Source: an optimization exercise on an open RTL-to-GDS flow (aim: small area, a short achievable clock period and few clock cycles). Production flows keep margins and buffers that such runs may drop. Only simulation tests tie the RTL to the original design; equivalence was not proved. No activity file was given, so power comes from the tool's default toggle rates.

==> inputs of job 6957 <==
Design cpu_multiciclo, start of the top module:
module cpu_multiciclo #(
  parameter int DATA_W = 32,
  parameter int ADDR_W = 8
) (
  input  logic              clock,
  input  logic              reset,
  output logic              mem_en,
  output logic              mem_we,
  output logic [ADDR_W-1:0] mem_addr,
  output logic [DATA_W-1:0] mem_wdata,
  input  logic [DATA_W-1:0] mem_rdata,
  input  logic              mem_ready,
  output logic              halted,
  output logic [ADDR_W-1:0] pc_out,
  output logic [31:0]       instret,
  input  logic [3:0]        dbg_raddr,
  output logic [DATA_W-1:0] dbg_rdata
);
clock: 10.0 ns
lec_check: 0
cap_margin: 30
core_margin: 2
core_utilization: 55
cts_cluster_diameter: 90
cts_cluster_size: 24
setup_slack_margin: 4
slew_margin: 30
tns_end_percent: 100
standard.sh (not shown) runs the stock make flow with config.mk's settings and CLKGATE_MAP_FILE= SYNTH_SCRIPT=/design/flow/synth_recipe.tcl, a recipe that flattens the netlist after the stock synthesis.
==> flow/flow/run.sh <==
#!/bin/bash
# Standard synthesis, then the standard layout with the ports buffered by
# buf_4 cells (the default port buffer is a slow delay cell).
set -euo pipefail
bash standard.sh synth > synth.log 2>&1
bash standard.sh "BUFFER_PORTS_ARGS=-buffer_cell sky130_fd_sc_hd__buf_4" finish > layout.log 2>&1
==> job 7607 (differences from job 6957) <==
--- a/flow/design.v
+++ b/flow/design.v
@@ -84,37 +84,41 @@
       OP_XOR:  res = a_r ^ b_r;
       OP_NOT:  res = ~a_r;
       OP_SHL:  res = shl_out;
       OP_SHR, OP_SAR: res = sh_out;
       default: res = mul_p;
     endcase
   end
-  logic [7:0] pc1, pct, ea, seq_addr;
+  logic [7:0] pc1, pct, npc, ea;
   logic       is_mem, is_exec, taken;
   assign pc1     = pc_r + 8'd1;
   assign pct     = pc1 + imm[7:0];
-  assign taken   = irv_r && (op == OP_BEQ) && (a_r == b_r);
+  assign taken   = (op == OP_BEQ) && (a_r == b_r);
+  assign npc     = (op == OP_JMP) ? imm[7:0] : (taken ? pct : pc1);
   assign ea      = a_r[7:0] + imm[7:0];
   assign is_mem  = (op == OP_LW) || (op == OP_SW);
   assign is_exec = !is_mem && !((op == OP_MUL) && !mst_r);
   logic fetching;
   assign fetching = !halted && (!irv_r || is_exec);
   always_comb begin
-    mem_en   = !halted && (!irv_r || is_mem || is_exec);
-    mem_we   = !halted && irv_r && (op == OP_SW);
-    if (!irv_r) begin
-      seq_addr = pc_r;
-    end else if (is_mem) begin
-      seq_addr = ea;
-    end else if (op == OP_JMP) begin
-      seq_addr = imm[7:0];
-    end else begin
-      seq_addr = pc1;
+    mem_en   = 1'b0;
+    mem_we   = 1'b0;
+    mem_addr = pc_r;
+    if (!halted) begin
+      if (!irv_r) begin
+        mem_en = 1'b1;
+      end else if (is_mem) begin
+        mem_en   = 1'b1;
+        mem_we   = (op == OP_SW);
+        mem_addr = ea;
+      end else if (is_exec) begin
+        mem_en   = 1'b1;
+        mem_addr = npc;
+      end
     end
-    mem_addr = taken ? pct : seq_addr;
   end
   assign mem_wdata = b_r;
   assign pc_out    = pc_r;
   logic        wex;
   logic        wen;
   logic [31:0] wd;
   assign wex = !halted && irv_r && (op <= OP_MUL || op == OP_ADDI) && (rd != 4'd0) && is_exec;
@@ -189,15 +193,15 @@
           irv_r   <= 1'b0;
           instret <= instret + 32'd1;
         end
       end else if (!is_exec) begin
         mst_r <= 1'b1;
       end else begin
         mst_r   <= 1'b0;
-        pc_r    <= mem_addr;
+        pc_r    <= npc;
         instret <= instret + (f_halt ? 32'd2 : 32'd1);
         irv_r   <= mem_ready;
       end
     end
   end
 endmodule
 module cpu_mul_csa (
==> flow/config.mk (replaced) <==
export PLATFORM = sky130hd
export DESIGN_NAME = cpu_multiciclo
export DESIGN_NICKNAME = cpu_multiciclo
export VERILOG_FILES = /design/flow/design.v
export SDC_FILE = /design/flow/constraint.sdc
export NUM_CORES = 4
export LEC_CHECK = 0
export CAP_MARGIN = 30
export CORE_MARGIN = 2
export CORE_UTILIZATION = 55
export CTS_CLUSTER_DIAMETER = 80
export CTS_CLUSTER_SIZE = 20
export SETUP_SLACK_MARGIN = 4
export SLEW_MARGIN = 30
export TNS_END_PERCENT = 100
==> job 7722 (differences from job 6957) <==
--- a/flow/design.v
+++ b/flow/design.v
@@ -36,15 +36,16 @@
   logic [3:0]  rd;
   logic [15:0] imm;
   logic [31:0] a_r;        
   logic [31:0] b_r;        
   logic        irv_r;      
   logic [7:0]  pc_r;       
   logic        mst_r;      
-  logic [63:0] mr_r;       
+  logic [31:0] ms_r;       
+  logic [31:0] mc_r;       
   logic [31:0] regs_r [1:15];
   logic [15:1] rv_r;       
   logic [31:0] simm;
   logic        sub;
   logic [31:0] opb;
   logic [32:0] sum_x;
   logic [31:0] sum;
@@ -67,54 +68,57 @@
   assign sh_x   = $signed({fill, sh_in}) >>> b_r[4:0];
   assign sh_out = sh_x[31:0];
   always_comb begin
     for (int i = 0; i < 32; i++) begin
       shl_out[i] = sh_out[31-i];
     end
   end
-  logic [63:0] csa_r;
-  logic [31:0] mul_p;
-  cpu_mul_csa u_mul (.a(a_r), .b(b_r), .r(csa_r));
-  assign mul_p = mr_r[31:0] + mr_r[63:32];
+  logic [31:0] csa_s, csa_c, mul_p;
+  cpu_mul_csa u_mul (.a(a_r), .b(b_r), .s(csa_s), .c(csa_c));
+  assign mul_p = ms_r + mc_r;
   logic [31:0] res;
   always_comb begin
     case (op)
       OP_ADD, OP_SUB, OP_ADDI: res = sum;
       OP_AND:  res = a_r & b_r;
       OP_OR:   res = a_r | b_r;
       OP_XOR:  res = a_r ^ b_r;
       OP_NOT:  res = ~a_r;
       OP_SHL:  res = shl_out;
       OP_SHR, OP_SAR: res = sh_out;
       default: res = mul_p;
     endcase
   end
-  logic [7:0] pc1, pct, ea, seq_addr;
+  logic [7:0] pc1, pct, npc, ea;
   logic       is_mem, is_exec, taken;
   assign pc1     = pc_r + 8'd1;
   assign pct     = pc1 + imm[7:0];
-  assign taken   = irv_r && (op == OP_BEQ) && (a_r == b_r);
+  assign taken   = (op == OP_BEQ) && (a_r == b_r);
+  assign npc     = (op == OP_JMP) ? imm[7:0] : (taken ? pct : pc1);
   assign ea      = a_r[7:0] + imm[7:0];
   assign is_mem  = (op == OP_LW) || (op == OP_SW);
-  assign is_exec = !is_mem && !((op == OP_MUL) && !mst_r);
+  assign is_exec = !is_mem && (op != OP_HALT) && !((op == OP_MUL) && !mst_r);
   logic fetching;
   assign fetching = !halted && (!irv_r || is_exec);
   always_comb begin
-    mem_en   = !halted && (!irv_r || is_mem || is_exec);
-    mem_we   = !halted && irv_r && (op == OP_SW);
-    if (!irv_r) begin
-      seq_addr = pc_r;
-    end else if (is_mem) begin
-      seq_addr = ea;
-    end else if (op == OP_JMP) begin
-      seq_addr = imm[7:0];
-    end else begin
-      seq_addr = pc1;
+    mem_en   = 1'b0;
+    mem_we   = 1'b0;
+    mem_addr = pc_r;
+    if (!halted) begin
+      if (!irv_r) begin
+        mem_en = 1'b1;
+      end else if (is_mem) begin
+        mem_en   = 1'b1;
+        mem_we   = (op == OP_SW);
+        mem_addr = ea;
+      end else if (is_exec) begin
+        mem_en   = 1'b1;
+        mem_addr = npc;
+      end
     end
-    mem_addr = taken ? pct : seq_addr;
   end
   assign mem_wdata = b_r;
   assign pc_out    = pc_r;
   logic        wex;
   logic        wen;
   logic [31:0] wd;
   assign wex = !halted && irv_r && (op <= OP_MUL || op == OP_ADDI) && (rd != 4'd0) && is_exec;
@@ -159,55 +163,52 @@
       rd  <= mem_rdata[27:24];
       imm <= mem_rdata[15:0];
       a_r <= (wex && (rd == fa)) ? res : ra_s;
       b_r <= (wex && (rd == fb)) ? res : rb_s;
     end
   end
   always_ff @(posedge clock) begin
-    mr_r <= csa_r;
+    ms_r <= csa_s;
+    mc_r <= csa_c;
   end
-  logic f_halt;
-  assign f_halt = fetching && mem_ready && (mem_rdata[31:28] == OP_HALT);
   always_ff @(posedge clock or posedge reset) begin
     if (reset) begin
       irv_r   <= 1'b0;
       pc_r    <= 8'd0;
       mst_r   <= 1'b0;
       halted  <= 1'b0;
       instret <= 32'd0;
     end else if (!halted) begin
-      if (f_halt) begin
-        halted <= 1'b1;
-      end
       if (!irv_r) begin
         irv_r <= mem_ready;
-        if (f_halt) begin
-          instret <= instret + 32'd1;
-        end
       end else if (is_mem) begin
         if (mem_ready) begin
           pc_r    <= pc1;
           irv_r   <= 1'b0;
           instret <= instret + 32'd1;
         end
+      end else if (op == OP_HALT) begin
+        halted  <= 1'b1;
+        instret <= instret + 32'd1;
       end else if (!is_exec) begin
         mst_r <= 1'b1;
       end else begin
         mst_r   <= 1'b0;
-        pc_r    <= mem_addr;
-        instret <= instret + (f_halt ? 32'd2 : 32'd1);
+        pc_r    <= npc;
+        instret <= instret + 32'd1;
         irv_r   <= mem_ready;
       end
     end
   end
 endmodule
 module cpu_mul_csa (
   input  logic [31:0] a,
   input  logic [31:0] b,
-  output logic [63:0] r
+  output logic [31:0] s,
+  output logic [31:0] c
 );
   wire pp_0_0 = a[0] & b[0];
   wire pp_0_1 = a[1] & b[0];
   wire pp_0_2 = a[2] & b[0];
   wire pp_0_3 = a[3] & b[0];
   wire pp_0_4 = a[4] & b[0];
   wire pp_0_5 = a[5] & b[0];
@@ -1659,10 +1660,10 @@
   wire fc461 = (fc430 & fs431) | (fc430 & fs399) | (fs431 & fs399);
   wire fs462 = fc431 ^ fs432 ^ fs401;
   wire fc462 = (fc431 & fs432) | (fc431 & fs401) | (fs432 & fs401);
   wire fs463 = fc432 ^ fs433 ^ fs403;
   wire fc463 = (fc432 & fs433) | (fc432 & fs403) | (fs433 & fs403);
   wire fs464 = fc433 ^ fs434 ^ fs405;
   wire fc464 = (fc433 & fs434) | (fc433 & fs405) | (fs434 & fs405);
-  assign r[31:0] = {fc463, fc462, fc461, fc460, fc459, fc458, fc457, fc456, fc455, fc454, fc453, fc452, fc451, fc450, fc449, fc448, fc447, fc446, fc445, fc444, fc443, fc442, fc441, fc440, fc439, fc438, fc437, fc436, hc435, hs435, pp_0_1, pp_0_0};
-  assign r[63:32] = {fs464, fs463, fs462, fs461, fs460, fs459, fs458, fs457, fs456, fs455, fs454, fs453, fs452, fs451, fs450, fs449, fs448, fs447, fs446, fs445, fs444, fs443, fs442, fs441, fs440, fs439, fs438, fs437, fs436, pp_2_0, pp_1_0, 1'b0};
+  assign s = {fc463, fc462, fc461, fc460, fc459, fc458, fc457, fc456, fc455, fc454, fc453, fc452, fc451, fc450, fc449, fc448, fc447, fc446, fc445, fc444, fc443, fc442, fc441, fc440, fc439, fc438, fc437, fc436, hc435, hs435, pp_0_1, pp_0_0};
+  assign c = {fs464, fs463, fs462, fs461, fs460, fs459, fs458, fs457, fs456, fs455, fs454, fs453, fs452, fs451, fs450, fs449, fs448, fs447, fs446, fs445, fs444, fs443, fs442, fs441, fs440, fs439, fs438, fs437, fs436, pp_2_0, pp_1_0, 1'b0};
 endmodule
==> flow/run.sh (new file) <==
#!/bin/bash
# synth_recipe.tcl (not shown) runs the flow's synth.tcl, then flattens the netlist and writes it again
# the make line also repeats each setting of config.mk as NAME=value (left out here)
make -C /OpenROAD-flow-scripts/flow DESIGN_CONFIG=/design/flow/config.mk WORK_HOME=/design/flow/orfs CLKGATE_MAP_FILE= SYNTH_SCRIPT=/design/flow/synth_recipe.tcl finish
==> flow/config.mk (replaced) <==
export PLATFORM = sky130hd
export DESIGN_NAME = cpu_multiciclo
export DESIGN_NICKNAME = cpu_multiciclo
export VERILOG_FILES = /design/flow/design.v
export SDC_FILE = /design/flow/constraint.sdc
export NUM_CORES = 4
export LEC_CHECK = 0
export CAP_MARGIN = 30
export CORE_MARGIN = 2
export CORE_UTILIZATION = 30
export SETUP_SLACK_MARGIN = 4.5
export SLEW_MARGIN = 30
export TNS_END_PERCENT = 100
removed: flow/flow/run.sh
removed: flow/standard.sh
==> notes.md <==
quantity                                                                               job 7722       job 7607       job 6957
Clock input transition at the sequential cells of the worst setup and hold paths        0.06 ns        0.08 ns        0.10 ns
Overall die height                                                                423.2 microns  314.1 microns  313.0 microns
Clock tree buffer count of the final layout                                                  94             59             46
Share of synthesized area spent on multiplexers                                          2.995%         2.269%         3.883%
Starting DRT DRC Count                                                                   11,220         10,260          9,479
Tapcell count                                                                             2,325          1,265          1,265
Power attributed to sequential cells                                                    4.46 mW        4.20 mW        3.06 mW
Worst hold slack                                                                      0.4761 ns      0.4785 ns      0.4856 ns
Worst-case reg-to-reg path depth                                                             41             13             17
Clock network area share                                                                 4.160%         2.484%         2.487%
Worst clock skew                                                                     0.03439 ns     0.05992 ns     0.03954 ns
Syn Std Cell Area                                                                  52,730 sq um   52,890 sq um   52,520 sq um
Arrival time of the worst setup path                                                    6.71 ns        4.09 ns        4.09 ns
Comb power frac                                                                           67.8%          62.8%           0.8%
Yosys top cell area share                                                                32.35%         32.25%         32.48%
Run status                                                     no timing/DRC/antenna violations  no timing/DRC/antenna violations  no timing/DRC/antenna violations
Testbench counts of job 6957, summed over its fixed seeds: cycles 16,497.
Testbench counts of job 7607, summed over its fixed seeds: cycles 16,497.
Testbench counts of job 7722, summed over its fixed seeds: cycles 16,593.

## re-timing with driven ports
How much do the figures lean on ideal ports? The routed layouts below were timed once more, with nothing changed but the port constraints. Step 1, drivers: a clkbuf_16 drives clock and a buf_2 each remaining input, both assumed. Step 2, shift: input delay + t, output delay - t, t = (earliest + latest rising clock arrival at the registers) / 2. This alone moves slack from input paths to output paths. a / b / c = no drivers / after step 1 / after step 2; a / b = the first two.
run | t, ns | setup WS [ns] | worst setup path at the end | slew at the worst register clock pin (ns) | worst data-port slew with drivers (ns)
job 6957 | 0.776 | 3.908 / 3.883 / 3.883 | input to output | 0.10 / 0.10 | 0.04
job 7607 | 0.774 | 3.911 / 3.879 / 3.879 | input to output | 0.09 / 0.09 | 0.05
job 7722 | 0.778 | 3.923 / 3.899 / 3.923 | register to register | 0.08 / 0.08 | 0.13
After both steps setup and hold are still met in every run listed. For job 7607, which loses most, drivers alone change the setup slack by -0.032 ns; drivers and shift together by -0.032 ns.
